What follows belongs to an exercise in optimizing a design on an open flow for small area and a short achievable clock period; a production flow would make more cautious choices.
Where RTL was checked, it was by simulation tests only, not by an equivalence proof against the original.
Only the layout flow was run in run 7; the RTL was not checked for function there.
Power is estimated from default activity; no workload was simulated.

<file path="flow/config.mk">
export PLATFORM = sky130hd
export DESIGN_NAME = pkt_fifo_sync
export DESIGN_NICKNAME = pkt_fifo_sync
export VERILOG_FILES = /design/flow/design.v
export SDC_FILE = /design/flow/constraint.sdc
export NUM_CORES = 4
export LEC_CHECK = 0
export CAP_MARGIN = 20
export CORE_MARGIN = 2
export CORE_UTILIZATION = 60
export CTS_CLUSTER_DIAMETER = 70
export CTS_CLUSTER_SIZE = 25
export SETUP_SLACK_MARGIN = 3.3
export SLEW_MARGIN = 20
export SYNTH_HIERARCHICAL = 1
export SYNTH_MINIMUM_KEEP_SIZE = 0
</file>
<file path="flow/run.sh">
#!/bin/bash
# synth_recipe.tcl (not shown) runs the flow's synth.tcl, then flattens the netlist and writes it again
# the make line also repeats each setting of config.mk as NAME=value (left out here)
make -C /OpenROAD-flow-scripts/flow DESIGN_CONFIG=/design/flow/config.mk WORK_HOME=/design/flow/orfs CLKGATE_MAP_FILE= SYNTH_SCRIPT=/design/flow/synth_recipe.tcl finish
</file>
<file path="flow/design.v">
module pkt_fifo_sync #(
  parameter int DATA_W    = 32,
  parameter int DEPTH     = 64,
  parameter int AF_THRESH = DEPTH - 4
) (
  input  logic                       clk,
  input  logic                       rst_n,
  input  logic                       s_tvalid,
  output logic                       s_tready,
  input  logic [DATA_W-1:0]          s_tdata,
  input  logic                       s_tlast,
  input  logic                       s_tuser,
  output logic                       m_tvalid,
  input  logic                       m_tready,
  output logic [DATA_W-1:0]          m_tdata,
  output logic                       m_tlast,
  output logic [$clog2(DEPTH+1)-1:0] level,
  output logic [$clog2(DEPTH+1)-1:0] pkt_count,
  output logic                       almost_full,
  output logic                       drop_pulse
);
  localparam int CNT_W = $clog2(DEPTH + 1);
  localparam int RD    = DEPTH - 1;             
  localparam int RP_W  = $clog2(RD);
  localparam int W     = DATA_W + 1;
  function automatic logic [RP_W-1:0] rinc(input logic [RP_W-1:0] p);
    rinc = (p == RP_W'(RD - 1)) ? '0 : p + RP_W'(1);
  endfunction
  logic               drop_m;           
  logic [CNT_W-1:0]   lvl, cm, pkt;
  logic [RP_W-1:0]    rwp, rcp, rrp;    
  logic               mv_r, sr_r, af_r, dp_r;
  logic [W-1:0]       ring [RD];
  logic [W-1:0]       head;
  logic               pop, wr, disc, commit, app, full_unc, drop_n;
  logic               lvl0, lvl1, cm1, notfull;
  logic [CNT_W-1:0]   lvl_p1, lvl_m1, cm_m1, pkt_p1, pkt_m1;
  logic [RP_W-1:0]    rwp_i, rcp_i, rrp_i;
  logic [CNT_W-1:0]   lvl_n, cm_n, pkt_n;
  logic [RP_W-1:0]    rwp_a, rwp_n, rcp_n;
  logic               mv_n, sr_n, af_n;
  logic [W-1:0]       din, rdata, head_n;
  logic [RD-1:0]      rsel, wsel, rsel_n;
  logic [RP_W-1:0]    rrp_n;
  logic               adv_rd;
  assign s_tready    = sr_r;
  assign m_tvalid    = mv_r;
  assign m_tdata     = head[DATA_W-1:0];
  assign m_tlast     = head[DATA_W];
  assign level       = lvl;
  assign pkt_count   = pkt;
  assign almost_full = af_r;
  assign drop_pulse  = dp_r;
  assign din      = {s_tlast, s_tdata};
  assign notfull  = ~lvl[CNT_W-1];
  assign lvl0     = (lvl == '0);
  assign lvl1     = (lvl == CNT_W'(1));
  assign cm1      = (cm == CNT_W'(1));
  assign full_unc = ~drop_m & lvl[CNT_W-1] & ~mv_r;
  assign lvl_p1   = lvl + CNT_W'(1);
  assign lvl_m1   = lvl - CNT_W'(1);
  assign cm_m1    = cm - CNT_W'(1);
  assign pkt_p1   = pkt + CNT_W'(1);
  assign pkt_m1   = pkt - CNT_W'(1);
  assign rwp_i    = rinc(rwp);
  assign rcp_i    = rinc(rcp);
  assign rrp_i    = rinc(rrp);
  assign pop      = mv_r & m_tready;
  assign wr       = ~drop_m & s_tvalid & sr_r;
  assign disc     = full_unc | (wr & s_tlast & s_tuser);
  assign commit   = wr & s_tlast & ~s_tuser;
  assign app      = wr & ~(s_tlast & s_tuser);
  assign drop_n   = drop_m ? ~(s_tvalid & s_tlast) : full_unc;
  always_comb begin
    if (disc)           lvl_n = pop ? cm_m1 : cm;
    else if (app)       lvl_n = pop ? lvl : lvl_p1;
    else                lvl_n = pop ? lvl_m1 : lvl;
    if (commit)         cm_n = pop ? lvl : lvl_p1;
    else                cm_n = pop ? cm_m1 : cm;
    if (commit)         pkt_n = (pop & head[DATA_W]) ? pkt : pkt_p1;
    else                pkt_n = (pop & head[DATA_W]) ? pkt_m1 : pkt;
    rwp_a = (app & ~lvl0 & ~(pop & lvl1)) ? rwp_i : rwp;
    rcp_n = commit ? rwp_a : ((pop & cm1 & ~lvl1) ? rcp_i : rcp);
    rwp_n = disc ? rcp_n : rwp_a;
    mv_n  = (cm_n != '0);
    sr_n  = drop_n | ~lvl_n[CNT_W-1];
    af_n  = (lvl_n >= CNT_W'(AF_THRESH));
  end
  assign adv_rd = pop & ~lvl1;
  assign rrp_n  = adv_rd ? rrp_i : rrp;
  always_comb begin
    for (int i = 0; i < RD; i++) begin
      rsel_n[i] = (rrp_n == RP_W'(i));
      wsel[i]   = (rwp == RP_W'(i)) & notfull;
    end
  end
  for (genvar b = 0; b < W; b++) begin : g_rd
    logic [RD/3-1:0] aoi;
    for (genvar g = 0; g < RD / 3; g++) begin : g_aoi
      pkt_fifo_aoi222 u_aoi (
        .a1(rsel[3*g]),   .a2(ring[3*g][b]),
        .b1(rsel[3*g+1]), .b2(ring[3*g+1][b]),
        .c1(rsel[3*g+2]), .c2(ring[3*g+2][b]),
        .y(aoi[g]));
    end
    assign rdata[b] = ~&aoi;
  end
  always_comb begin
    if (pop) head_n = lvl1 ? din : rdata;
    else     head_n = lvl0 ? din : head;
  end
  always_ff @(posedge clk or negedge rst_n) begin
    if (!rst_n) begin
      drop_m <= 1'b0;
      lvl    <= '0;
      cm     <= '0;
      pkt    <= '0;
      rwp    <= '0;
      rcp    <= '0;
      rrp    <= '0;
      mv_r   <= 1'b0;
      sr_r   <= 1'b1;
      af_r   <= 1'b0;
      dp_r   <= 1'b0;
    end else begin
      drop_m <= drop_n;
      lvl    <= lvl_n;
      cm     <= cm_n;
      pkt    <= pkt_n;
      rwp    <= rwp_n;
      rcp    <= rcp_n;
      rrp    <= rrp_n;
      mv_r   <= mv_n;
      sr_r   <= sr_n;
      af_r   <= af_n;
      dp_r   <= disc;
    end
  end
  always_ff @(posedge clk) begin
    rsel <= rsel_n;
    head <= head_n;
    for (int i = 0; i < RD; i++)
      if (wsel[i]) ring[i] <= din;
  end
endmodule
module pkt_fifo_aoi222 (
  input  logic a1, a2, b1, b2, c1, c2,
  output logic y
);
  assign y = ~((a1 & a2) | (b1 & b2) | (c1 & c2));
endmodule
</file>
<file path="flow/constraint.sdc">
create_clock -name core_clock -period 5.5 [get_ports {clk}]
set_input_delay 1.1000 -clock core_clock [delete_from_list [all_inputs] [get_ports {clk}]]
set_output_delay 1.1000 -clock core_clock [all_outputs]
set_load 0.01 [all_outputs]
</file>
==> flow_summary.toml, run 1 <==
[synthesis]
syn-cell-area_um2 = 77100
syn_nets = 3762
synthCells = 3705
avgSynthCellArea_um2 = 20.8
synthArstFlopShare_pct = 1.98
synth_edf_count = 2112
synth_warnings = 9
synth_seq_area_share_pct = 85.3
synth.distinct_cells = 60
synth_seq_cells = 2219
synth_flop_cell = "edfxtp_1"

[setup_path]
r2r-start = "rsel[30]"
cp_cell_sequence = "buf_12 > buf_8 > a222oi_1 > nand4_1 > nor4_4 > a31oi_1"
path_max_fanout = 7
crit_type = "reg2reg"
critical_path.max_stage_delay_ns = 0.73
crit_slowest_cell = "nor4_4"
crit_path_start_kind = "register"
cp.buffers_inverters = 2
required_ns = 6.01
worst_ep_arrival_time_ns = 3.23
crit_family = "simple AND/OR/NAND/NOR gates"
crit_start = "rsel[30]"
end_kind = "register"

[die]
die_h_um = 363
dieArea_um2 = 131000
core.rowCount = 131
pin_count = 89
core_um2 = 128000
fp.dieW_um = 363
start_util_pct = 60.5

[cts]
htreeDepth = 3
clock_latency_ns = 0.79
cts-buffers-inserted = 115
cts.clk_slew.worst_paths_ns = 0.10
cts_tree = "built"
cts_sinks = 2219
clock_path_buffers = 3
clock-root-buffer = "clkbuf_16"

[placement]
portBuffers = 88
placed_area_um2 = 81900
gp_congestion = 0.838
hpwl_um = 129000

[timing]
setup_violations = 0
fin_crit_ns = 2.72
finalHoldViolations = 0
tightest_slew_ns = 0.954
drv_slew = 0
max_freq_mhz = 367
fin_crit_sh_pct = 49.5
rsz0062_at_grt = "yes"
slew-limit-headroom_pct = 36.4
tns_ns = 0
fin_worst_skew_ns = 0.0394

[drt]
wl_per_cell_um = 40.0
drt_iter0_markers = 10300
wl_um = 244000
num_vias = 45800
ant_nets = 0
dr.pass1.iters = 10
via_per_inst = 7.50
drc_errors = 0

[global_routing]
antenna_found_initial = 8
grt_pass1_wl_um = 326000
gr-total-overflow = 0
grt_pass1_vias = 42900
grt.total_usage_pct = 35.9
grt_max_degree = 67

[worst_hold_path]
holdCritPathClass = "in2async"

[run]
cap_viol_max_count = 0

[power_and_ir_drop]
pwr_density_cell_nw_per_um2 = 420
total_power_mw = 38.3
vdd_ir_drop_max_v = 0.000332
p_leak_nw = 28.9

[layout]
final.fill_count = 7688
finalInstanceArea_um2 = 91000
num-nets-final = 4409
utilization_pct = 71.4
area_delta_synth_final_pct = 18.0
drive_above_1_share_pct = 23.5

[status]
status = "finished clean"
-- placed cells by master, fill, tap and decap left out, drive strengths merged, types with 6 or more instances in the layout --
| cell type | count |
|---|---|
| dfrtp | 43 |
| nand3 | 63 |
| clkbuf | 153 |
| nor4 | 38 |
| xnor2 | 17 |
| buf | 521 |
| o21ai | 14 |
| edfxtp | 2112 |
| dfxtp | 63 |
| clkinv | 24 |
| a21oi | 23 |
| nor3 | 7 |
| o31a | 6 |
| ha | 18 |
| bufinv | 11 |
| xor2 | 9 |
| nand2 | 73 |
| clkinvlp | 9 |
| inv | 35 |
| mux2i | 23 |
| nor2 | 231 |
| nand4 | 134 |
| a222oi | 693 |
| a31oi | 36 |
| nor2b | 7 |
-- cells in the mapped netlist, drive strengths merged (5+ instances only) --
| master | n | area share, % |
|---|---|---|
| nand4 | 134 | 1.1 |
| nor4 | 38 | 0.32 |
| nor2b | 7 | 0.057 |
| nand3 | 62 | 0.40 |
| inv | 16 | 0.078 |
| a31oi | 36 | 0.29 |
| dfrtp | 43 | 1.4 |
| nor3 | 7 | 0.060 |
| o31a | 6 | 0.068 |
| dfxtp | 63 | 1.6 |
| and3 | 5 | 0.042 |
| a21oi | 23 | 0.15 |
| ha | 18 | 0.29 |
| clkbuf | 23 | 0.11 |
| buf | 14 | 0.092 |
| edfxtp | 2112 | 82 |
| o21ai | 14 | 0.091 |
| a222oi | 693 | 9.0 |
| xnor2 | 17 | 0.19 |
| a21o | 5 | 0.049 |
| mux2i | 23 | 0.30 |
| nor2 | 212 | 1.0 |
| xor2 | 9 | 0.10 |
| nand2 | 72 | 0.35 |
-- power breakdown --
part	leakage (nW)	switching [mW]	internal, mW
Sequential	20.1	0.495	19.3
Combinational	6.95	5.58	2.88
Clock	1.88	5.39	4.66
-- metrics by stage --
stage | instances | hold WS [ns] | setup WS, ns
after floorplan | 3705 | 0.508 | 2.41
after global placement | 5584 | 0.475 | 1.33
after detailed placement | 5588 | 0.482 | 1.26
after CTS | 5988 | 0.506 | 2.77
after global routing | 6097 | 0.377 | 2.75
final | 6101 | 0.338 | 2.78
-- per-layer routing --
metal / GRT usage, % / vias up / routed length [um]
met4: 16.0 / 2 / 13100
met3: 7.25 / 577 / 32300
li1: - / 18200 / -
met5: 0 / - / 11
met2: 56.3 / 3528 / 113000
met1: 49.4 / 23500 / 85000
-- Yosys stat by module, one instance, submodules excluded --
| module | flip-flops and latches | cells | area (um^2) | copies in the design |
|---|---|---|---|---|
| pkt_fifo_aoi222 | 0 | 1 | 10.0 | 693 |
| pkt_fifo_sync | 2219 | 3012 | 70200 | 1 |
-- sequential cells by signal, summed over array words and instances (netlist names) --
| name | cells |
|---|---|
| head | 33 |
| mv_r | 1 |
| sr_r | 1 |
| drop_m | 1 |
| rcp | 6 |
| rrp | 6 |
| ring | 2079 |
| cm | 7 |
| rwp | 6 |
| dp_r | 1 |
| lvl | 7 |
| af_r | 1 |
| pkt | 7 |
| rsel | 63 |
-- worst reg2reg max path: stages, from the launching register on --
cell	delay, ns
dfxtp_4	0.37
buf_12	0.15
buf_8	0.16
a222oi_1	0.48
nand4_1	0.40
nor4_4	0.73
a31oi_1	0.18
-- timing repair --
action                      CTS  global route
hold buffers                  0             0
gates cloned                 28            21
gates resized for setup     536           237
setup endpoints to repair  2294          1177
buffers inserted            173            87
pin swaps                   154           139
-- cells by family (layout without fill, tap and decap cells) --
group / count (synthesis) / in the layout / share of synthesized area (%)
compound gates: 801 / 802 / 9.90
xor+xnor: 26 / 26 / 0.295
fa+ha+maj: 20 / 20 / 0.331
buf+inv: 54 / 757 / 0.289
flops: 2219 / 2219 / 85.3
mux: 26 / 26 / 0.357
other cells: 0 / 5 / 0
simple gates: 559 / 584 / 3.54
-- worst paths after layout --
kind                             to  slack [ns]  cells after the start
max reg2reg                head[10]        2.78                      6
min reg2reg                  pkt[6]        0.66                      3
max                        head[10]        2.78                      6
min in group core_clock      pkt[6]        0.66                      3
min                          pkt[0]        0.34                      1
max in group asynchronous    lvl[6]        4.69                      1
-- cell type report --
class / instances / area, um^2 / share of cell area, %
antenna: 5 / 12.5 / 0.0137
timing repair buffer: 541 / 5750 / 6.32
clock buffer: 137 / 3090 / 3.39
tap: 1662 / 2080 / 2.28
multi-input combinational: 1458 / 13300 / 14.6
inverter: 17 / 87.6 / 0.0962
clock inverter: 62 / 836 / 0.918
sequential: 2219 / 65900 / 72.3
==> run 2, diff against run 1 <==
--- a/flow/config.mk
+++ b/flow/config.mk
@@ -10,7 +10,7 @@
 export CORE_UTILIZATION = 60
 export CTS_CLUSTER_DIAMETER = 70
 export CTS_CLUSTER_SIZE = 25
-export SETUP_SLACK_MARGIN = 3.3
+export SETUP_SLACK_MARGIN = 3.0
 export SLEW_MARGIN = 20
 export SYNTH_HIERARCHICAL = 1
 export SYNTH_MINIMUM_KEEP_SIZE = 0
==> flow_summary.toml, run 2 <==
[timing]
finalHoldViolations = 0
fin_crit_sh_pct = 49.6
rsz0062_at_grt = "yes"
max_freq_mhz = 366
tightest_slew_ns = 1.13
slew-limit-headroom_pct = 24.4
fin_crit_ns = 2.73
drv_slew = 0
fin_worst_skew_ns = 0.0331
setup_violations = 0
whs_ns = 0.348
tns_ns = 0

[synthesis]
synth_edf_count = 2112
synth_seq_cells = 2219
yosys-top-cells-count = "2112 x edfxtp_1, 693 x a222oi_1, 212 x nor2_1, 134 x nand4_1, 71 x nand2_1"
synth.distinct_cells = 60
synthCells = 3705
yosysTopAreaCell = "edfxtp_1"
syn-cell-area_um2 = 77100
synth_flop_cell = "edfxtp_1"
synthArstFlopShare_pct = 1.98
synth_area_leaders = "edfxtp_1 82%, a222oi_1 9.0%, dfxtp_1 1.6%, dfrtp_1 1.4%, nand4_1 1.1%"
avgSynthCellArea_um2 = 20.8
synth_top_area_share_pct = 82.2
yosysMostFrequentCell = "edfxtp_1"
synth_seq_area_share_pct = 85.3
synth_warnings = 9
syn_nets = 3762

[die]
start_util_pct = 60.5
core_um2 = 128000
die_h_um = 363
core.rowCount = 131
dieArea_um2 = 131000
fp.dieW_um = 363
pin_count = 89

[layout]
largest_register_ffs = 2079
top_regs = "ring (2079), rsel (63), head (33)"
area_delta_synth_final_pct = 14.9
layout_commonest_cell = "edfxtp_1"
utilization_pct = 69.5
final-seq-area_um2 = 65800
multi_input_area_um2 = 12600
num-nets-final = 4303
drive_above_1_share_pct = 19.6
regMostFlops = "ring"
final.fill_count = 7969
layout.cells.most_common_list = "2112 x edfxtp_1, 693 x a222oi_1, 245 x buf_4"

[cts]
cts-buffers-inserted = 117
cts.clk_slew.worst_paths_ns = 0.09
clock_latency_ns = 0.78
cts_tree = "built"
htreeDepth = 3
cts_sinks = 2219
clock_path_buffers = 3
clock-root-buffer = "clkbuf_16"

[setup_path]
crit_family = "simple AND/OR/NAND/NOR gates"
worst_ep_arrival_time_ns = 3.14
cp_cell_sequence = "inv_1 > or3_2 > nor2_4 > buf_6"
r2r_setup_slack_ns = 2.77
path_max_fanout = 33
crit_type = "reg2reg"
crit_slowest_cell = "or3_2"
crit_path_start_kind = "register"
r2r-start = "rwp[4]"
cp.buffers_inverters = 2
timing.rr.end = "ring[24][22]"
end_kind = "register"
reg2regPathDepth = 4
required_ns = 5.91
critical_path.max_stage_delay_ns = 0.93

[placement]
gp_congestion = 0.869
hpwl_um = 128000
portBuffers = 88

[drt]
dr.pass1.iters = 10
ant_nets = 0
via_per_inst = 7.42
wl_um = 237000
num_vias = 44500
drc_errors = 0
drt_iter0_markers = 9723
wl_per_cell_um = 39.5

[global_routing]
gr-total-overflow = 0
grt_max_degree = 69
antenna_found_initial = 12
grt.total_usage_pct = 35.7
grt_pass1_vias = 41800
grt_pass1_wl_um = 323000

[run]
cap_viol_max_count = 0

[power_and_ir_drop]
vdd_ir_drop_max_v = 0.000274
pwr_density_cell_nw_per_um2 = 428
p_leak_nw = 28.0

[worst_hold_path]
holdCritPathClass = "in2async"

[status]
status = "finished clean"
[run 2: cell counts after synthesis]
Identical to the previous run, type by type.
[run 2: layout make-up]
| type | count | area share [%] |
|---|---|---|
| clock buffer | 135 | 3.60 |
| timing repair buffer | 444 | 4.55 |
| clock inverter | 70 | 0.925 |
| inverter | 17 | 0.0819 |
| sequential | 2219 | 74.3 |
| antenna | 4 | 0.0113 |
| multi-input combinational | 1447 | 14.2 |
| tap | 1662 | 2.35 |
[run 2: where the power goes]
part / internal [mW] / total, mW / switching, mW
Sequential: 19.3 / 19.7 / 0.443
Combinational: 2.62 / 8.00 / 5.38
Clock: 4.70 / 10.2 / 5.50
[run 2: repair_timing]
action	4_1_cts	5_1_grt
cloned	19	2
buffers inserted	144	28
endpoints found under the setup margin	1815	464
hold buffers	0	0
gates resized for setup	406	104
pin swaps	106	83
[run 2: worst reg2reg max path, delay by kind of cell, from the launching register on]
kind                   cells  cell delay (ns)
DFF                        1             0.50
and+or+nand+nor            2             1.13
buffers and inverters      2             0.70
[run 2: per-stage QoR]
step	cells	setup slack (ns)	power (mW)	cell area, um^2
global placement	5595	1.52	26.7	81700
floorplan	3705	2.41	22.8	77300
global route	5995	2.76	38.8	88600
finish	5998	2.77	37.9	88600
detailed placement	5596	1.46	26.8	81700
CTS	5964	2.55	37.4	87900
[run 2: cells by family (layout without fill, tap and decap cells)]
family          count (synthesis)  in the layout  share of synthesized area [%]
simple gates                  559            574                           3.54
compound gates                801            801                           9.90
buf+inv                        54            666                          0.289
xor+xnor                       26             26                          0.295
mux                            26             26                          0.357
other cells                     0              4                              0
flops                        2219           2219                           85.3
fa+ha+maj                      20             20                          0.331
[run 2: layer usage]
metal	wire length, um	track usage, %
met1	83200	49.4
met2	111000	55.7
met3	31300	7.61
met4	11500	15.7
met5	13	0
[run 2: worst max path at each step]
stage / startpoint / endpoint / slack, ns / cells after the start
finish: rwp[4] / ring[24][22] / 2.77 / 4
global route: sr_r / mv_r / 2.76 / 7
floorplan: s_tlast / pkt[6] / 2.41 / 11
CTS: lvl[0] / level[0] / 2.55 / 1
global placement: m_tready / rsel[61] / 1.52 / 8
detailed placement: m_tready / rsel[45] / 1.46 / 8
[run 2: modules after synthesis (local to each module, per instance)]
module,times used,area [um^2]
pkt_fifo_aoi222,693,10.0
pkt_fifo_sync,1,70200
==> run 3, diff against run 2 <==
--- a/flow/design.v
+++ b/flow/design.v
@@ -136,9 +136,12 @@
       dp_r   <= disc;
     end
   end
+  always_ff @(posedge clk or negedge rst_n) begin
+    if (!rst_n) head <= '0;
+    else        head <= head_n;
+  end
   always_ff @(posedge clk) begin
     rsel <= rsel_n;
-    head <= head_n;
     for (int i = 0; i < RD; i++)
       if (wsel[i]) ring[i] <= din;
   end
--- a/flow/config.mk
+++ b/flow/config.mk
@@ -10,7 +10,7 @@
 export CORE_UTILIZATION = 60
 export CTS_CLUSTER_DIAMETER = 70
 export CTS_CLUSTER_SIZE = 25
-export SETUP_SLACK_MARGIN = 3.0
+export SETUP_SLACK_MARGIN = 3.1
 export SLEW_MARGIN = 20
 export SYNTH_HIERARCHICAL = 1
 export SYNTH_MINIMUM_KEEP_SIZE = 0
==> flow_summary.toml, run 3 <==
[synthesis]
synth_top_area_share_pct = 80.8
synthArstFlopShare_pct = 3.47
synth_area_leaders = "edfxtp_1 81%, a222oi_1 9.0%, dfrtp_1 2.5%, dfxtp_1 1.6%, nand4_1 1.1%"
yosysMostFrequentCell = "edfxtp_1"
syn_nets = 3782
synth.distinct_cells = 63
yosysTopAreaCell = "edfxtp_1"
avgSynthCellArea_um2 = 20.7
synth_seq_area_share_pct = 84.9
yosys-top-cells-count = "2079 x edfxtp_1, 693 x a222oi_1, 183 x nor2_1, 140 x nand4_1, 84 x nand2_1"
synth_edf_count = 2079
synth_warnings = 9
synth_seq_cells = 2219
synth_flop_cell = "edfxtp_1"
syn-cell-area_um2 = 77200
synthCells = 3725

[layout]
multi_input_area_um2 = 12700
regMostFlops = "ring"
finalInstanceArea_um2 = 88100
area_delta_synth_final_pct = 14.0
drive_above_1_share_pct = 18.6
layout_commonest_cell = "edfxtp_1"
top_regs = "ring (2079), rsel (63), head (33)"
layout.cells.most_common_list = "2079 x edfxtp_1, 693 x a222oi_1, 221 x buf_4"
final.fill_count = 8085
final-seq-area_um2 = 65700
num-nets-final = 4276
largest_register_ffs = 2079
stdcell_count = 5975

[setup_path]
r2r_setup_slack_ns = 2.61
required_ns = 6.17
crit_path_start_kind = "register"
worst_ep_arrival_time_ns = 3.56
crit_slowest_cell = "nand4_1"
cp.buffers_inverters = 2
critical_path.max_stage_delay_ns = 0.74
crit_type = "reg2reg"
end_kind = "register"
crit_family = "simple AND/OR/NAND/NOR gates"
cp_cell_sequence = "buf_4 > clkbuf_16 > a222oi_1 > nand4_1 > nor4_2 > a21oi_1 > a221o_1"
path_max_fanout = 16

[placement]
place_inst = 5611
gp_congestion = 0.950
placed_area_um2 = 81800
hpwl_um = 122000
portBuffers = 88

[power_and_ir_drop]
p_leak_nw = 27.7
power.internal_mw = 26.1
power_switching_mw = 11.1
seqPwrFrac_pct = 53.9
vdd_ir_drop_max_v = 0.000388
swShare_pct = 29.8
combPwrFrac_pct = 19.9
pwr_density_cell_nw_per_um2 = 422
pwr-share-clk_pct = 26.3

[cts]
clock_path_buffers = 3
cts-buffers-inserted = 115
cts_tree = "built"
cts_sinks = 2219
cts.clk_slew.worst_paths_ns = 0.10
clock_latency_ns = 0.79
clock-root-buffer = "clkbuf_16"
ctsHoldBuffers = 0
htreeDepth = 3

[timing]
fin_crit_ns = 2.89
slew-limit-headroom_pct = 25.0
tns_ns = 0
rsz0062_at_grt = "yes"
tightest_slew_ns = 1.12
setup_violations = 0
drv_slew = 0
finalHoldViolations = 0
fin_worst_skew_ns = 0.0255
fin_crit_sh_pct = 52.5
max_freq_mhz = 346

[drt]
dr.pass1.iters = 10
drt_iter0_markers = 9124
drc_errors = 0
num_vias = 44200
wl_per_cell_um = 38.7
via_per_inst = 7.39
ant_nets = 0
wl_um = 231000

[global_routing]
grt_pass1_vias = 42500
antenna_found_initial = 12
gr-total-overflow = 0
grt.total_usage_pct = 34.8
grt_max_degree = 67
grt_pass1_wl_um = 318000

[status]
status = "finished clean"

[die]
core.rowCount = 131
fp.dieW_um = 363
start_util_pct = 60.5
dieArea_um2 = 132000
core_um2 = 128000
die_h_um = 363
pin_count = 89

[run]
cap_viol_max_count = 0

[worst_hold_path]
holdCritPathClass = "in2async"
run 3: changes by cell type in the layout (fill, tap and decap cells not counted), moves of 15 or more:
cell	delta
a21oi_1	+29
a221o_1	+33
a31oi_1	-27
buf_2	-23
buf_4	-24
buf_6	+23
dfrtp_1	+16
dfrtp_2	+17
edfxtp_1	-33
nand2_1	+15
nor2_1	-35
run 3: area by class of cell:
type	instances	area share (%)
clock buffers	141	3.47
repair buffers	405	4.30
well taps	1662	2.36
flip-flops and latches	2219	74.6
clock inverters	65	0.839
inverters	18	0.0852
diodes	5	0.0142
multi-input cells	1460	14.4
run 3: through the flow:
step                      hold WS, ns  power [mW]  utilization (%)  setup slack [ns]
after global placement          0.478        26.6             64.1              1.58
after CTS                       0.205        36.7             68.4              2.75
final                           0.238        37.2             69.0              2.61
after floorplan                 0.508        23.0                -              2.28
after detailed placement        0.463        26.6             64.1              1.51
after global routing            0.233        38.2             69.0              2.61
run 3: kinds of logic (layout without fill, tap and decap cells):
| kind of cell | after synthesis | after routing | synth area share [%] |
|---|---|---|---|
| other cells | 0 | 5 | 0 |
| mux | 24 | 24 | 0.322 |
| compound gates | 854 | 856 | 10.4 |
| buf+inv | 52 | 629 | 0.269 |
| fa+ha+maj | 19 | 19 | 0.317 |
| xor+xnor | 26 | 26 | 0.295 |
| simple gates | 531 | 535 | 3.40 |
| flops | 2219 | 2219 | 84.9 |
run 3: power by group through the flow:
stage                     registers, mW  logic [mW]  clock network, mW
final                              20.0        7.39               9.78
after CTS                          20.0        6.87               9.84
after detailed placement           20.4        6.23                  0
after global routing               20.1        7.68               10.4
after floorplan                    20.3        2.67                  0
after global placement             20.4        6.18                  0
run 3: per-layer routing:
| metal | wire length (um) | vias to the layer above | GRT usage, % |
|---|---|---|---|
| met2 | 108000 | 3125 | 54.3 |
| met3 | 30900 | 459 | 8.40 |
| met4 | 10900 | 18 | 14.7 |
| met1 | 81600 | 22600 | 47.6 |
| met5 | 115 | - | 0 |
| li1 | - | 17900 | - |
run 3: path summary, 6_finish.rpt:
check	from	to	cells past startpoint
hold reg to reg	head[25]	head[25]	1
setup / recovery	rsel[33]	head[2]	7
hold / removal	rst_n	pkt[4]	1
min in group core_clock	head[25]	head[25]	1
setup reg to reg	rsel[33]	head[2]	7
max in group asynchronous	rst_n	head[8]	2
run 3: what timing repair did:
action,4_1_cts,5_1_grt
setup endpoints to repair,2091,1557
gates cloned,8,4
setup buffers,118,23
pin swaps,94,79
gates resized for setup,403,103
run 3: modules after synthesis, one instance, submodules excluded:
module	flip-flops and latches	area, um^2	cells inside
pkt_fifo_aoi222	0	10.0	1
pkt_fifo_sync	2219	70300	3032
==> run 4, diff against run 3 <==
--- a/flow/config.mk
+++ b/flow/config.mk
@@ -10,7 +10,7 @@
 export CORE_UTILIZATION = 60
 export CTS_CLUSTER_DIAMETER = 70
 export CTS_CLUSTER_SIZE = 25
-export SETUP_SLACK_MARGIN = 3.1
+export SETUP_SLACK_MARGIN = 2.9
 export SLEW_MARGIN = 20
 export SYNTH_HIERARCHICAL = 1
 export SYNTH_MINIMUM_KEEP_SIZE = 0
==> flow_summary.toml, run 4 <==
[layout]
layout.cells.most_common_list = "2079 x edfxtp_1, 693 x a222oi_1, 256 x buf_4"
drive_above_1_share_pct = 18.2
num-nets-final = 4303
utilization_pct = 69.2
regMostFlops = "ring"
layout_commonest_cell = "edfxtp_1"
area_delta_synth_final_pct = 14.4
finalInstanceArea_um2 = 88400
stdcell_count = 5995
top_regs = "ring (2079), rsel (63), head (33)"
final.fill_count = 7984
largest_register_ffs = 2079

[timing]
tightest_slew_ns = 0.931
fin_worst_skew_ns = 0.0344
whs_ns = 0.276
slew-limit-headroom_pct = 37.9
drv_slew = 0
max_freq_mhz = 355
fin_crit_ns = 2.82
rsz0062_at_grt = "yes"
finalHoldViolations = 0
setup_violations = 0
tns_ns = 0
fin_crit_sh_pct = 51.3

[setup_path]
crit_start = "rsel[27]"
crit_type = "reg2reg"
worstSetupEndpoint = "head[20]"
required_ns = 6.18
timing.rr.end = "head[20]"
r2r_setup_slack_ns = 2.68
worst_ep_arrival_time_ns = 3.50
path_max_fanout = 7
crit_path_start_kind = "register"
r2r-start = "rsel[27]"
end_kind = "register"
reg2regPathDepth = 7

[cts]
cts_sinks = 2219
ctsHoldBuffers = 0
cts.clk_slew.worst_paths_ns = 0.10
cts-buffers-inserted = 117
htreeDepth = 3
clock_latency_ns = 0.78
cts_tree = "built"
clock-root-buffer = "clkbuf_16"
clock_path_buffers = 3

[synthesis]
avgSynthCellArea_um2 = 20.7
synth_seq_cells = 2219
yosysTopAreaCell = "edfxtp_1"
synth_fa_ha_area_share_pct = 0.317
yosys-top-cells-count = "2079 x edfxtp_1, 693 x a222oi_1, 183 x nor2_1, 140 x nand4_1, 84 x nand2_1"
synth_warnings = 9
synth.distinct_cells = 63
synth_area_leaders = "edfxtp_1 81%, a222oi_1 9.0%, dfrtp_1 2.5%, dfxtp_1 1.6%, nand4_1 1.1%"
synthMuxAreaShare_pct = 0.322
syn-cell-area_um2 = 77200
synth-xor-area-share_pct = 0.295
yosys.area_share.simple_pct = 3.40
synth_seq_area_share_pct = 84.9
yosysMostFrequentCell = "edfxtp_1"
synthCells = 3725
synthArstFlopShare_pct = 3.47
synth_top_area_share_pct = 80.8
synth_edf_count = 2079
synth_flop_cell = "edfxtp_1"
syn_nets = 3782
synth_top_family_by_area = "compound AO/OA/AOI/OAI gates"
synth_compound_area_share_pct = 10.4

[die]
die_h_um = 363
dieArea_um2 = 132000
fp.dieW_um = 363
core.rowCount = 131
core_um2 = 128000
pin_count = 89
start_util_pct = 60.5

[status]
status = "finished clean"

[global_routing]
gr-total-overflow = 0
grt_max_degree = 67
grt.total_usage_pct = 35.4
grt_pass1_vias = 42100
antenna_found_initial = 13
grt_pass1_wl_um = 321000

[placement]
portBuffers = 88
hpwl_um = 129000
gp_congestion = 0.901
placed_area_um2 = 81800
place_inst = 5608

[drt]
wl_um = 240000
ant_nets = 0
wl_per_cell_um = 40.0
dr.pass1.iters = 9
drc_errors = 0
drt_iter0_markers = 10000
num_vias = 44800
via_per_inst = 7.48

[worst_hold_path]
holdCritPathClass = "in2async"

[run]
cap_viol_max_count = 0

[power_and_ir_drop]
vdd_ir_drop_max_v = 0.000315
pwr_density_cell_nw_per_um2 = 423
p_leak_nw = 27.9
## run 4: cell counts after synthesis
No cell type changed its count.
## run 4: layout make-up
type / instances / area, um^2 / area share, %
flip-flops and latches: 2219 / 65700 / 74.3
clock buffers: 138 / 3130 / 3.55
clock inverters: 67 / 732 / 0.828
repair buffers: 424 / 4060 / 4.59
diodes: 1 / 2.50 / 0.00283
well taps: 1662 / 2080 / 2.35
inverters: 18 / 80.1 / 0.0906
multi-input cells: 1466 / 12600 / 14.3
## run 4: metrics by stage
step / total power, mW / worst slack (ns)
floorplan: 23.0 / 2.28
global placement: 26.7 / 1.49
detailed placement: 26.9 / 1.47
CTS: 36.9 / 2.50
global route: 38.2 / 2.65
finish: 37.4 / 2.68
## run 4: critical path, stage by stage (launching register included)
cell and delay [ns]:
dfxtp_4 0.37, buf_12 0.15, buf_6 0.13, a222oi_1 0.34, nand4_1 0.73, nor4_4 0.61, a21oi_2 0.10, a221o_1 0.27
## run 4: kinds of logic (layout without fill, tap and decap cells)
logic type	after synthesis	in the layout
AO/OA/AOI/OAI	854	854
XOR/XNOR	26	26
adder cells (fa/ha/maj)	19	19
buffers and inverters	52	647
flip-flops	2219	2219
multiplexers	24	24
other	0	1
AND/OR/NAND/NOR	531	543
## run 4: power breakdown
part / internal (mW) / total, mW / switching [mW]
clock: 4.45 / 9.95 / 5.51
combinational: 2.27 / 7.54 / 5.28
sequential: 19.3 / 19.9 / 0.534
total: 26.0 / 37.4 / 11.3
## run 4: timing repair
item | 4_1_cts | 5_1_grt
cloned | 12 | 13
endpoints found under the setup margin | 1447 | 1051
pin swaps | 68 | 59
gates resized for setup | 286 | 123
buffers inserted | 90 | 66
## run 4: layer usage
layer	track usage [%]	part of all wire, %	routed length, um
met2	54.3	46	110000
met3	9.68	14	33700
met4	14.4	4.0	9640
met1	48.8	36	85700
met5	0	0.027	65
## run 4: worst min-delay path by stage
stage                         from  slack [ns]  depth (start not counted)       end
final                        rst_n        0.28                          1    drop_m
after global routing         rst_n        0.29                          1    drop_m
after CTS                    rst_n        0.26                          1     cm[4]
after detailed placement   head[7]        0.52                          1   head[7]
after global placement    head[19]        0.52                          1  head[19]
after floorplan             pkt[6]        0.51                          1    pkt[6]
## run 4: modules after synthesis, one instance, submodules excluded
module	flops+latches	area, um^2
pkt_fifo_sync	2219	70300
pkt_fifo_aoi222	0	10.0
==> run 5, diff against run 4 <==
--- a/flow/config.mk
+++ b/flow/config.mk
@@ -10,7 +10,5 @@
 export CORE_UTILIZATION = 60
 export CTS_CLUSTER_DIAMETER = 70
 export CTS_CLUSTER_SIZE = 25
-export SETUP_SLACK_MARGIN = 2.9
+export SETUP_SLACK_MARGIN = 3.0
 export SLEW_MARGIN = 20
-export SYNTH_HIERARCHICAL = 1
-export SYNTH_MINIMUM_KEEP_SIZE = 0
==> flow_summary.toml, run 5 <==
[layout]
layout_commonest_cell = "edfxtp_1"
layout.cells.most_common_list = "2079 x edfxtp_1, 496 x a22o_1, 488 x a221oi_1"
drive_above_1_share_pct = 20.7
finalInstanceArea_um2 = 91500
area_delta_synth_final_pct = 14.9
top_regs = "ring (2079), rsel (63), head (33)"
regMostFlops = "ring"
largest_register_ffs = 2079
stdcell_count = 6427
final.fill_count = 8330
num-nets-final = 4610

[setup_path]
crit_path_start_kind = "register"
timing.rr.end = "head[26]"
worst_ep_arrival_time_ns = 1.56
crit_start = "lvl[6]"
path_max_fanout = 3
crit_slowest_cell = "dfrtp_2"
crit_type = "reg2out"
critical_path.max_stage_delay_ns = 0.42
reg2regPathDepth = 7
worstSetupEndpoint = "level[6]"
end_kind = "output port"
required_ns = 4.40
r2r-start = "rsel[7]"
critPathMostFrequentCell = "buf_6"
r2r_setup_slack_ns = 2.90
cp_cell_sequence = "buf_6 > buf_6 > buf_6"

[synthesis]
yosys.area_share.simple_pct = 2.83
synth_top_family_by_area = "compound AO/OA/AOI/OAI gates"
synthArstFlopShare_pct = 3.47
synth-xor-area-share_pct = 0.319
synth_seq_cells = 2219
synth.distinct_cells = 71
synth_warnings = 3
synth_fa_ha_area_share_pct = 0.308
synth_edf_count = 2079
yosysTopAreaCell = "edfxtp_1"
synthCells = 4186
synth_compound_area_share_pct = 12.6
syn_nets = 4243
synth_flop_cell = "edfxtp_1"
yosys-top-cells-count = "2079 x edfxtp_1, 496 x a22o_1, 495 x a221oi_1, 249 x clkbuf_1, 147 x nor2_1"
synthMuxAreaShare_pct = 0.195
synth_seq_area_share_pct = 82.4
synth_top_area_share_pct = 78.4
synth_area_leaders = "edfxtp_1 78%, a22o_1 5.5%, a221oi_1 5.4%, dfrtp_1 2.4%, dfxtp_1 1.6%"
avgSynthCellArea_um2 = 19.0
yosysMostFrequentCell = "edfxtp_1"
syn-cell-area_um2 = 79600

[timing]
fin_crit_sh_pct = 48.3
max_freq_mhz = 377
rsz0062_at_grt = "yes"
tns_ns = 0
setup_violations = 0
fin_crit_ns = 2.66
fin_worst_skew_ns = 0.0342
slew-limit-headroom_pct = 22.2
drv_slew = 0
tightest_slew_ns = 1.17
finalHoldViolations = 0

[cts]
clock-root-buffer = "clkbuf_16"
htreeDepth = 4
cts.clk_slew.worst_paths_ns = 0.09
cts_tree = "built"
cts_sinks = 2219
cts-buffers-inserted = 132
ctsHoldBuffers = 0
clock_path_buffers = 3
clock_latency_ns = 0.82

[drt]
wl_um = 334000
drt_iter0_markers = 11800
wl_per_cell_um = 52.0
ant_nets = 0
via_per_inst = 8.27
num_vias = 53100
dr.pass1.iters = 9
drc_errors = 0

[status]
status = "finished clean"

[power_and_ir_drop]
vdd_ir_drop_max_v = 0.000396
pwr_density_cell_nw_per_um2 = 419
p_leak_nw = 29.3

[global_routing]
grt_pass1_vias = 47000
antenna_found_initial = 19
grt_max_degree = 68
grt_pass1_wl_um = 435000
grt.total_usage_pct = 49.3
gr-total-overflow = 0

[die]
core.rowCount = 133
pin_count = 89
dieArea_um2 = 136000
start_util_pct = 60.5
fp.dieW_um = 368
core_um2 = 132000
die_h_um = 368

[placement]
portBuffers = 88
place_inst = 5980
gp_congestion = 0.893
placed_area_um2 = 84200
hpwl_um = 181000

[worst_hold_path]
holdCritPathClass = "in2async"

[run]
cap_viol_max_count = 0
==> run 5: cell count changes in the layout (fill, tap and decap cells not counted), moves of 47 or more <==
cell      before  now
a222oi_1     693   33
a22o_1         0  496
dfxtp_1       51    0
a221oi_1       0  488
dfxtp_2        0   47
buf_6         18   77
==> run 5: power by group <==
part / switching, mW / total [mW] / internal, mW / leakage, nW
combinational: 4.47 / 6.82 / 2.35 / 6.87
sequential: 0.880 / 20.2 / 19.3 / 20.2
clock: 5.91 / 11.3 / 5.42 / 2.24
total: 11.3 / 38.4 / 27.1 / 29.3
==> run 5: metrics by stage <==
| step | power (mW) | hold slack (ns) | worst slack [ns] | util [%] |
|---|---|---|---|---|
| floorplan | 23.0 | 0.499 | 2.38 | - |
| global placement | 26.1 | 0.480 | 1.43 | 63.7 |
| detailed placement | 26.1 | 0.486 | 1.46 | 64.0 |
| CTS | 37.6 | 0.421 | 2.77 | 68.9 |
| global route | 38.9 | 0.447 | 2.81 | 69.5 |
| finish | 38.4 | 0.412 | 2.84 | 69.5 |
==> run 5: kinds of logic after synthesis <==
group           count (synthesis)
flops                        2219
xor+xnor                       29
fa+ha+maj                      19
compound gates               1180
simple gates                  439
buf+inv                       286
mux                            14
==> run 5: layout make-up <==
class / instances / area (um^2) / area share, %
inverters: 16 / 66.3 / 0.0725
well taps: 1755 / 2200 / 2.40
clock buffers: 158 / 3680 / 4.03
multi-input cells: 1683 / 13900 / 15.2
clock inverters: 79 / 926 / 1.01
flip-flops and latches: 2219 / 65800 / 71.9
diodes: 16 / 40.0 / 0.0438
repair buffers: 501 / 4860 / 5.31
==> run 5: timing repair <==
| item | CTS | global route |
|---|---|---|
| cloned | 2 | 1 |
| buffers inserted | 156 | 33 |
| hold endpoints to repair | 0 | 0 |
| resized for setup | 372 | 90 |
| endpoints found under the setup margin | 1652 | 323 |
| pin swaps | 65 | 25 |
==> run 5: per-layer routing <==
metal	up-vias	track usage, %	part of all wire (%)
met5	-	0.178	0.045
met4	20	28.2	7.7
met3	1377	19.1	19
met2	6005	69.4	42
met1	27100	65.8	32
li1	18600	-	-
==> run 5: critical path: cells and delay by family, from the launching register on <==
family	cells	cell delay, ns
flip-flops	1	0.42
buffers and inverters	3	0.33
==> run 5: worst min path at each step <==
stage	from	endpoint	cells after the start
floorplan	pkt[6]	pkt[6]	1
global placement	pkt[6]	pkt[6]	1
detailed placement	pkt[6]	pkt[6]	1
CTS	rst_n	cm[3]	1
global route	rst_n	rrp[5]	1
finish	rst_n	rrp[5]	1
==> run 6, diff against run 5 <==
--- a/flow/design.v
+++ b/flow/design.v
@@ -93,17 +93,8 @@
       rsel_n[i] = (rrp_n == RP_W'(i));
       wsel[i]   = (rwp == RP_W'(i)) & notfull;
     end
-  end
-  for (genvar b = 0; b < W; b++) begin : g_rd
-    logic [RD/3-1:0] aoi;
-    for (genvar g = 0; g < RD / 3; g++) begin : g_aoi
-      pkt_fifo_aoi222 u_aoi (
-        .a1(rsel[3*g]),   .a2(ring[3*g][b]),
-        .b1(rsel[3*g+1]), .b2(ring[3*g+1][b]),
-        .c1(rsel[3*g+2]), .c2(ring[3*g+2][b]),
-        .y(aoi[g]));
-    end
-    assign rdata[b] = ~&aoi;
+    rdata = '0;
+    for (int i = 0; i < RD; i++) rdata = rdata | ({W{rsel[i]}} & ring[i]);
   end
   always_comb begin
     if (pop) head_n = lvl1 ? din : rdata;
@@ -136,19 +127,10 @@
       dp_r   <= disc;
     end
   end
-  always_ff @(posedge clk or negedge rst_n) begin
-    if (!rst_n) head <= '0;
-    else        head <= head_n;
-  end
   always_ff @(posedge clk) begin
     rsel <= rsel_n;
+    head <= head_n;
     for (int i = 0; i < RD; i++)
       if (wsel[i]) ring[i] <= din;
   end
 endmodule
-module pkt_fifo_aoi222 (
-  input  logic a1, a2, b1, b2, c1, c2,
-  output logic y
-);
-  assign y = ~((a1 & a2) | (b1 & b2) | (c1 & c2));
-endmodule
--- a/flow/config.mk
+++ b/flow/config.mk
@@ -8,7 +8,7 @@
 export CAP_MARGIN = 20
 export CORE_MARGIN = 2
 export CORE_UTILIZATION = 60
-export CTS_CLUSTER_DIAMETER = 70
-export CTS_CLUSTER_SIZE = 25
+export CTS_CLUSTER_DIAMETER = 80
+export CTS_CLUSTER_SIZE = 30
 export SETUP_SLACK_MARGIN = 3.0
 export SLEW_MARGIN = 20
==> flow_summary.toml, run 6 <==
[synthesis]
synth_seq_area_share_pct = 82.5
synthArstFlopShare_pct = 1.98
synth_compound_area_share_pct = 12.1
yosys-top-cells-count = "2112 x edfxtp_1, 495 x a221oi_1, 495 x a22o_1, 251 x clkbuf_1, 133 x nand4_1"
syn-cell-area_um2 = 79700
synth.distinct_cells = 62
synth_warnings = 2
synth_edf_count = 2112
synth_seq_cells = 2219
yosysTopAreaCell = "edfxtp_1"
avgSynthCellArea_um2 = 19.1
synth_area_leaders = "edfxtp_1 80%, a221oi_1 5.4%, a22o_1 5.4%, dfxtp_1 1.6%, dfrtp_1 1.3%"
syn_nets = 4234
synth_top_family_by_area = "compound AO/OA/AOI/OAI gates"
yosys.area_share.simple_pct = 2.98
synth-xor-area-share_pct = 0.286
synth_top_area_share_pct = 79.5
synthCells = 4176
synth_fa_ha_area_share_pct = 0.336
synthMuxAreaShare_pct = 0.367
synth_flop_cell = "edfxtp_1"
yosysMostFrequentCell = "edfxtp_1"

[global_routing]
grt.total_usage_pct = 48.7
grt_max_degree = 67
antenna_found_initial = 29
grt_pass1_vias = 46300
gr-total-overflow = 0
grt_pass1_wl_um = 430000

[timing]
max_freq_mhz = 381
finalHoldViolations = 0
drv_slew = 0
fin_crit_ns = 2.63
rsz0062_at_grt = "yes"
tightest_slew_ns = 1.16
setup_violations = 0
slew-limit-headroom_pct = 22.7
fin_crit_sh_pct = 47.8
tns_ns = 0
whs_ns = 0.328
fin_worst_skew_ns = 0.0230

[drt]
ant_nets = 0
num_vias = 52100
wl_per_cell_um = 52.9
drc_errors = 0
via_per_inst = 8.25
drt_iter0_markers = 12800
dr.pass1.iters = 8
wl_um = 334000

[die]
core.rowCount = 133
fp.dieW_um = 369
pin_count = 89
die_h_um = 369
core_um2 = 132000
dieArea_um2 = 136000
start_util_pct = 60.6

[worst_hold_path]
holdCritPathClass = "in2async"

[status]
status = "finished clean"

[power_and_ir_drop]
vdd_ir_drop_max_v = 0.000400
p_leak_nw = 28.4
pwr_density_cell_nw_per_um2 = 411
total_power_mw = 37.0

[placement]
placed_area_um2 = 84300
portBuffers = 88
hpwl_um = 178000
gp_congestion = 0.890

[cts]
cts_tree = "built"
cts-buffers-inserted = 92
cts.clk_slew.worst_paths_ns = 0.12
htreeDepth = 3
clock_path_buffers = 3
cts_sinks = 2219
clock-root-buffer = "clkbuf_16"
clock_latency_ns = 0.77

[run]
cap_viol_max_count = 0

[layout]
largest_register_ffs = 2079
area_delta_synth_final_pct = 13.0
layout_commonest_cell = "edfxtp_1"
regMostFlops = "ring"
drive_above_1_share_pct = 19.3
top_regs = "ring (2079), rsel (63), head (33)"
layout.cells.most_common_list = "2112 x edfxtp_1, 495 x a22o_1, 480 x a221oi_1"
final.fill_count = 8516
num-nets-final = 4550
finalInstanceArea_um2 = 90100

[setup_path]
cp.buffers_inverters = 1
crit_family = "flip-flops"
r2r-start = "lvl[2]"
critical_path.max_stage_delay_ns = 0.56
path_max_fanout = 1
crit_path_start_kind = "register"
end_kind = "output port"
crit_slowest_cell = "edfxtp_1"
worst_ep_arrival_time_ns = 1.53
crit_type = "reg2out"
crit_start = "head[13]"
required_ns = 4.40
cp_cell_sequence = "buf_6"
[run 6: changes by cell type in the layout (fill, tap and decap cells not counted), sizes merged, moves of 10 or more]
| cell | previous run | this run |
|---|---|---|
| nor3 | 8 | 35 |
| a22oi | 35 | 1 |
| clkbuf | 160 | 115 |
| dfrtp | 76 | 43 |
| edfxtp | 2079 | 2112 |
| nand2 | 54 | 74 |
| buf | 496 | 478 |
| inv | 46 | 30 |
| clkinv | 31 | 21 |
| nor2 | 149 | 124 |
[run 6: layout make-up]
class                           instances  area [um^2]  share of cell area, %
Inverter                               16         65.1                 0.0722
Tap cell                             1755         2200                   2.44
Sequential cell                      2219        66000                   73.3
Timing Repair Buffer                  493         4860                   5.40
Clock inverter                         39          427                  0.474
Multi-Input combinational cell       1670        14100                   15.6
Antenna cell                           18         45.0                 0.0500
Clock buffer                          107         2400                   2.67
[run 6: path summary, 6_finish.rpt]
| check | end | slack (ns) | depth (start not counted) |
|---|---|---|---|
| max | m_tdata[13] | 2.87 | 1 |
| min | rrp[4] | 0.33 | 1 |
| max reg2reg | rsel[5] | 2.94 | 11 |
| min reg2reg | pkt[6] | 0.57 | 2 |
| max in group asynchronous | mv_r | 4.74 | 1 |
| min in group core_clock | pkt[6] | 0.57 | 2 |
[run 6: metrics by stage]
stage | instances | worst slack (ns) | util, %
finish | 6317 | 2.87 | 68.4
global route | 6304 | 2.88 | 68.4
CTS | 6231 | 2.89 | 67.6
detailed placement | 5962 | 1.45 | 64.1
global placement | 5956 | 1.40 | 64.0
floorplan | 4176 | 2.39 | -
[run 6: per-layer routing]
layer / vias to the layer above / global-route usage (%) / share of wire, %
li1: 18400 / - / -
met1: 26400 / 66.6 / 32
met2: 5997 / 67.9 / 42
met3: 1301 / 16.7 / 18
met4: 14 / 30.0 / 8.1
met5: - / 0 / 0.026
[run 6: power by group]
group	total, mW	leakage, nW	switching, mW	internal, mW
Sequential	20.4	20.1	0.925	19.4
Combinational	8.04	6.91	5.23	2.81
Clock	8.63	1.37	5.31	3.32
Total	37.0	28.4	11.5	25.6
[run 6: cell families (layout without fill, tap and decap cells)]
logic type                 after synthesis  count (layout)
other                                    0              18
buffers and inverters                  289             655
DFF                                   2219            2219
and+or+nand+nor                        463             465
xor gates and xnor gates                26              26
muxes                                   27              27
adders and majority gates               21              21
AOI/OAI and AO/OA                     1131            1131
[run 6: timing repair]
| action | CTS | global route |
|---|---|---|
| cloned | 3 | 2 |
| gates resized for setup | 386 | 115 |
| endpoints found under the setup margin | 2034 | 289 |
| pin swaps | 55 | 28 |
| buffers inserted | 120 | 65 |
| hold buffers | 0 | 0 |
| hold endpoints to repair | 0 | 0 |
==> run 7, diff against run 6 <==
--- a/flow/design.v
+++ b/flow/design.v
@@ -40,9 +40,7 @@
   logic [RP_W-1:0]    rwp_a, rwp_n, rcp_n;
   logic               mv_n, sr_n, af_n;
   logic [W-1:0]       din, rdata, head_n;
-  logic [RD-1:0]      rsel, wsel, rsel_n;
-  logic [RP_W-1:0]    rrp_n;
-  logic               adv_rd;
+  logic [RD-1:0]      rsel, wsel;
   assign s_tready    = sr_r;
   assign m_tvalid    = mv_r;
   assign m_tdata     = head[DATA_W-1:0];
@@ -86,12 +84,10 @@
     sr_n  = drop_n | ~lvl_n[CNT_W-1];
     af_n  = (lvl_n >= CNT_W'(AF_THRESH));
   end
-  assign adv_rd = pop & ~lvl1;
-  assign rrp_n  = adv_rd ? rrp_i : rrp;
   always_comb begin
     for (int i = 0; i < RD; i++) begin
-      rsel_n[i] = (rrp_n == RP_W'(i));
-      wsel[i]   = (rwp == RP_W'(i)) & notfull;
+      rsel[i] = (rrp == RP_W'(i));
+      wsel[i] = (rwp == RP_W'(i)) & notfull;
     end
     rdata = '0;
     for (int i = 0; i < RD; i++) rdata = rdata | ({W{rsel[i]}} & ring[i]);
@@ -120,7 +116,7 @@
       pkt    <= pkt_n;
       rwp    <= rwp_n;
       rcp    <= rcp_n;
-      rrp    <= rrp_n;
+      if (pop & ~lvl1) rrp <= rrp_i;
       mv_r   <= mv_n;
       sr_r   <= sr_n;
       af_r   <= af_n;
@@ -128,7 +124,6 @@
     end
   end
   always_ff @(posedge clk) begin
-    rsel <= rsel_n;
     head <= head_n;
     for (int i = 0; i < RD; i++)
       if (wsel[i]) ring[i] <= din;
--- a/flow/config.mk
+++ b/flow/config.mk
@@ -8,7 +8,5 @@
 export CAP_MARGIN = 20
 export CORE_MARGIN = 2
 export CORE_UTILIZATION = 60
-export CTS_CLUSTER_DIAMETER = 80
-export CTS_CLUSTER_SIZE = 30
 export SETUP_SLACK_MARGIN = 3.0
 export SLEW_MARGIN = 20
==> flow_summary.toml, run 7 <==
[synthesis]
synth_seq_area_share_pct = 80.6
synthArstFlopShare_pct = 2.04
syn-cell-area_um2 = 80000
synth.distinct_cells = 84
syn_nets = 4607
synth_top_area_share_pct = 79.2
synth_flop_cell = "edfxtp_1"
yosysMostFrequentCell = "edfxtp_1"
synthCells = 4547
synth_area_leaders = "edfxtp_1 79%, a22oi_1 7.3%, dfrtp_1 1.3%, nand4_1 0.98%, and3_1 0.95%"
synth_edf_count = 2112
yosys-top-cells-count = "2112 x edfxtp_1, 782 x a22oi_1, 181 x nor2_1, 161 x nand2_1, 148 x clkbuf_1"
synth_warnings = 2
yosysTopAreaCell = "edfxtp_1"
avgSynthCellArea_um2 = 17.6
synth_seq_cells = 2156

[die]
die_h_um = 369
pin_count = 89
core.rowCount = 134
fp.dieW_um = 369
start_util_pct = 60.2
dieArea_um2 = 136000
core_um2 = 133000

[layout]
layout_commonest_cell = "edfxtp_1"
top_regs = "ring (2079), head (33)"
num-nets-final = 5470
final-seq-area_um2 = 64600
area_delta_synth_final_pct = 26.5
layout.cells.most_common_list = "2112 x edfxtp_1, 678 x a22oi_1, 479 x buf_4"
final.fill_count = 7536
drive_above_1_share_pct = 31.0
regMostFlops = "ring"
largest_register_ffs = 2079
multi_input_area_um2 = 18100

[status]
status = "finished clean"

[timing]
rsz0062_at_grt = "yes"
fin_crit_sh_pct = 58.0
slew-limit-headroom_pct = 18.0
tightest_slew_ns = 1.22
max_freq_mhz = 314
fin_worst_skew_ns = 0.0551
finalHoldViolations = 0
drv_slew = 0
fin_crit_ns = 3.19
whs_ns = 0.342
tns_ns = 0
setup_violations = 0

[placement]
hpwl_um = 204000
gp_congestion = 0.983
portBuffers = 88

[setup_path]
worst_ep_arrival_time_ns = 3.83
required_ns = 6.14
crit_type = "reg2reg"
crit_path_start_kind = "register"
path_max_fanout = 6
end_kind = "register"

[cts]
clock-root-buffer = "clkbuf_16"
clock_path_buffers = 3
cts.clk_slew.worst_paths_ns = 0.08
clock_latency_ns = 0.91
htreeDepth = 4
cts_sinks = 2156
cts-buffers-inserted = 208
ctsHoldBuffers = 0
cts_tree = "built"

[drt]
top_layer = "met5"
wl_met1_um = 115000
via_per_inst = 8.12
route.met2.wl_um = 150000
met3_length_um = 77200
wl_per_cell_um = 51.8
num_vias = 60000
ant_nets = 0
dr.pass1.iters = 17
wl_um = 382000
drt_iter0_markers = 14700
drc_errors = 0

[power_and_ir_drop]
p_leak_nw = 33.7
combPwrFrac_pct = 26.6
vdd_ir_drop_max_v = 0.000422
pwr-share-clk_pct = 30.9
power.internal_mw = 31.0
power_switching_mw = 14.4
swShare_pct = 31.7
seqPwrFrac_pct = 42.5
pwr_density_cell_nw_per_um2 = 449

[global_routing]
grt_pass1_vias = 53400
gr-total-overflow = 0
antenna_found_initial = 32
grt.total_usage_pct = 55.3
grt_max_degree = 67
grt_pass1_wl_um = 488000

[run]
cap_viol_max_count = 0

[worst_hold_path]
holdCritPathClass = "in2async"
## run 7: changes by cell type in the layout (fill, tap and decap cells not counted), moves of 104 or more
cell	delta
a221oi_1	-452
a22oi_1	+677
a22oi_2	+104
buf_4	+199
clkbuf_16	+120
buf_6	+114
a22o_1	-442
## run 7: what timing repair did
action | in CTS | in global routing
endpoints found under the setup margin | 1779 | 553
endpoints found under the hold margin | 0 | 0
gates cloned | 9 | 1
buffers inserted | 434 | 97
gates resized for setup | 851 | 231
pin swaps | 260 | 172
## run 7: power by group through the flow
stage	Clock, mW	Combinational, mW	Sequential (mW)
after floorplan	0	3.50	19.5
after global placement	0	7.25	19.8
after detailed placement	0	7.34	19.8
after CTS	13.8	10.4	19.3
after global routing	14.5	11.8	19.3
final	14.0	12.1	19.3
## run 7: routing by layer
metal  GRT usage, %  vias up
met5           2.39        -
met4           40.5       37
met3           30.1     2294
met2           72.8     7734
met1           68.4    29200
li1               -    20700
## run 7: cell type report
cell class                      instances  area share, %
Clock inverter                        107          0.880
Timing Repair inverter                  1        0.00742
Tap cell                             1768           2.19
Multi-Input combinational cell       2119           17.9
Antenna cell                           30         0.0742
Inverter                               18         0.0779
Clock buffer                          278           5.54
Timing Repair Buffer                  906           9.56
Sequential cell                      2156           63.8
## run 7: worst paths after layout
| path | from | cells past startpoint | endpoint | slack (ns) |
|---|---|---|---|---|
| min in group core_clock | s_tdata[15] | 1 | ring[29][15] | 0.51 |
| worst max register to register | rrp[5] | 10 | head[9] | 2.31 |
| worst max-delay path | rrp[5] | 10 | head[9] | 2.31 |
| worst min-delay path | rst_n | 2 | rrp[3] | 0.34 |
| max in group asynchronous | rst_n | 2 | rrp[2] | 4.63 |
| worst min register to register | pkt[5] | 1 | pkt[5] | 0.56 |
## run 7: critical path, stage by stage, from the launching register on
cell      delay (ns)
dfrtp_4         0.48
buf_6           0.18
buf_4           0.15
nand3b_4        0.17
buf_8           0.18
nor2_4          0.10
buf_6           0.22
a22oi_2         0.26
nand4_1         0.28
or4_1           0.58
o32a_1          0.29
## run 7: cell families after synthesis
group                      Yosys count  share of synthesized area (%)
muxes                               63                          0.827
and+or+nand+nor                    884                           5.74
DFF                               2156                           80.6
AOI/OAI and AO/OA                 1121                           10.6
buffers and inverters              273                           1.51
xor gates and xnor gates            27                          0.295
adders and majority gates           23                          0.366
## run 7: per-stage QoR
stage,total power [mW],cell area (um^2),setup WS (ns),cells,util (%)
floorplan,23.0,80600,2.44,4547,-
global placement,27.1,85200,0.824,6412,64.1
detailed placement,27.2,85600,0.846,6426,64.4
CTS,43.5,99100,2.52,7254,74.6
global route,45.6,101000,2.41,7360,76.1
finish,45.4,101000,2.31,7383,76.1

## separate check: timing with driven ports
No port has a modelled driver above. Below, the same layouts with a new extraction and two added sets of constraints. Step 1 assumes that a clkbuf_16 drives the clock port and a buf_2 every other input. Step 2, shift: input delay + t, output delay - t, t = (earliest + latest rising clock arrival at the registers) / 2. This alone moves slack from input paths to output paths. a / b / c = ideal ports / drivers / drivers and shift; a / b = the first two.
run	t (ns)	setup WS [ns]	worst register clock-pin slew, ns	worst data-port slew with drivers (ns)	cell pins on the clock port's net
run 1	0.855	2.775 / 2.775 / 2.078	0.10 / 0.10	0.16	1
run 2	0.849	2.771 / 2.771 / 2.107	0.10 / 0.10	0.07	1
run 3	0.855	2.611 / 2.611 / 2.188	0.10 / 0.10	0.05	1
run 4	0.843	2.679 / 2.679 / 2.210	0.10 / 0.10	0.05	1
run 5	0.885	2.844 / 2.763 / 2.188	0.10 / 0.10	0.21	1
run 6	0.846	2.872 / 2.784 / 2.246	0.12 / 0.12	0.22	1
run 7	0.965	2.310 / 2.310 / 1.788	0.08 / 0.08	0.24	1
After both steps setup and hold are still met in every run listed. The setup slack of run 1, which loses most, moves by 0.000 ns with the drivers and by -0.697 ns with both steps.
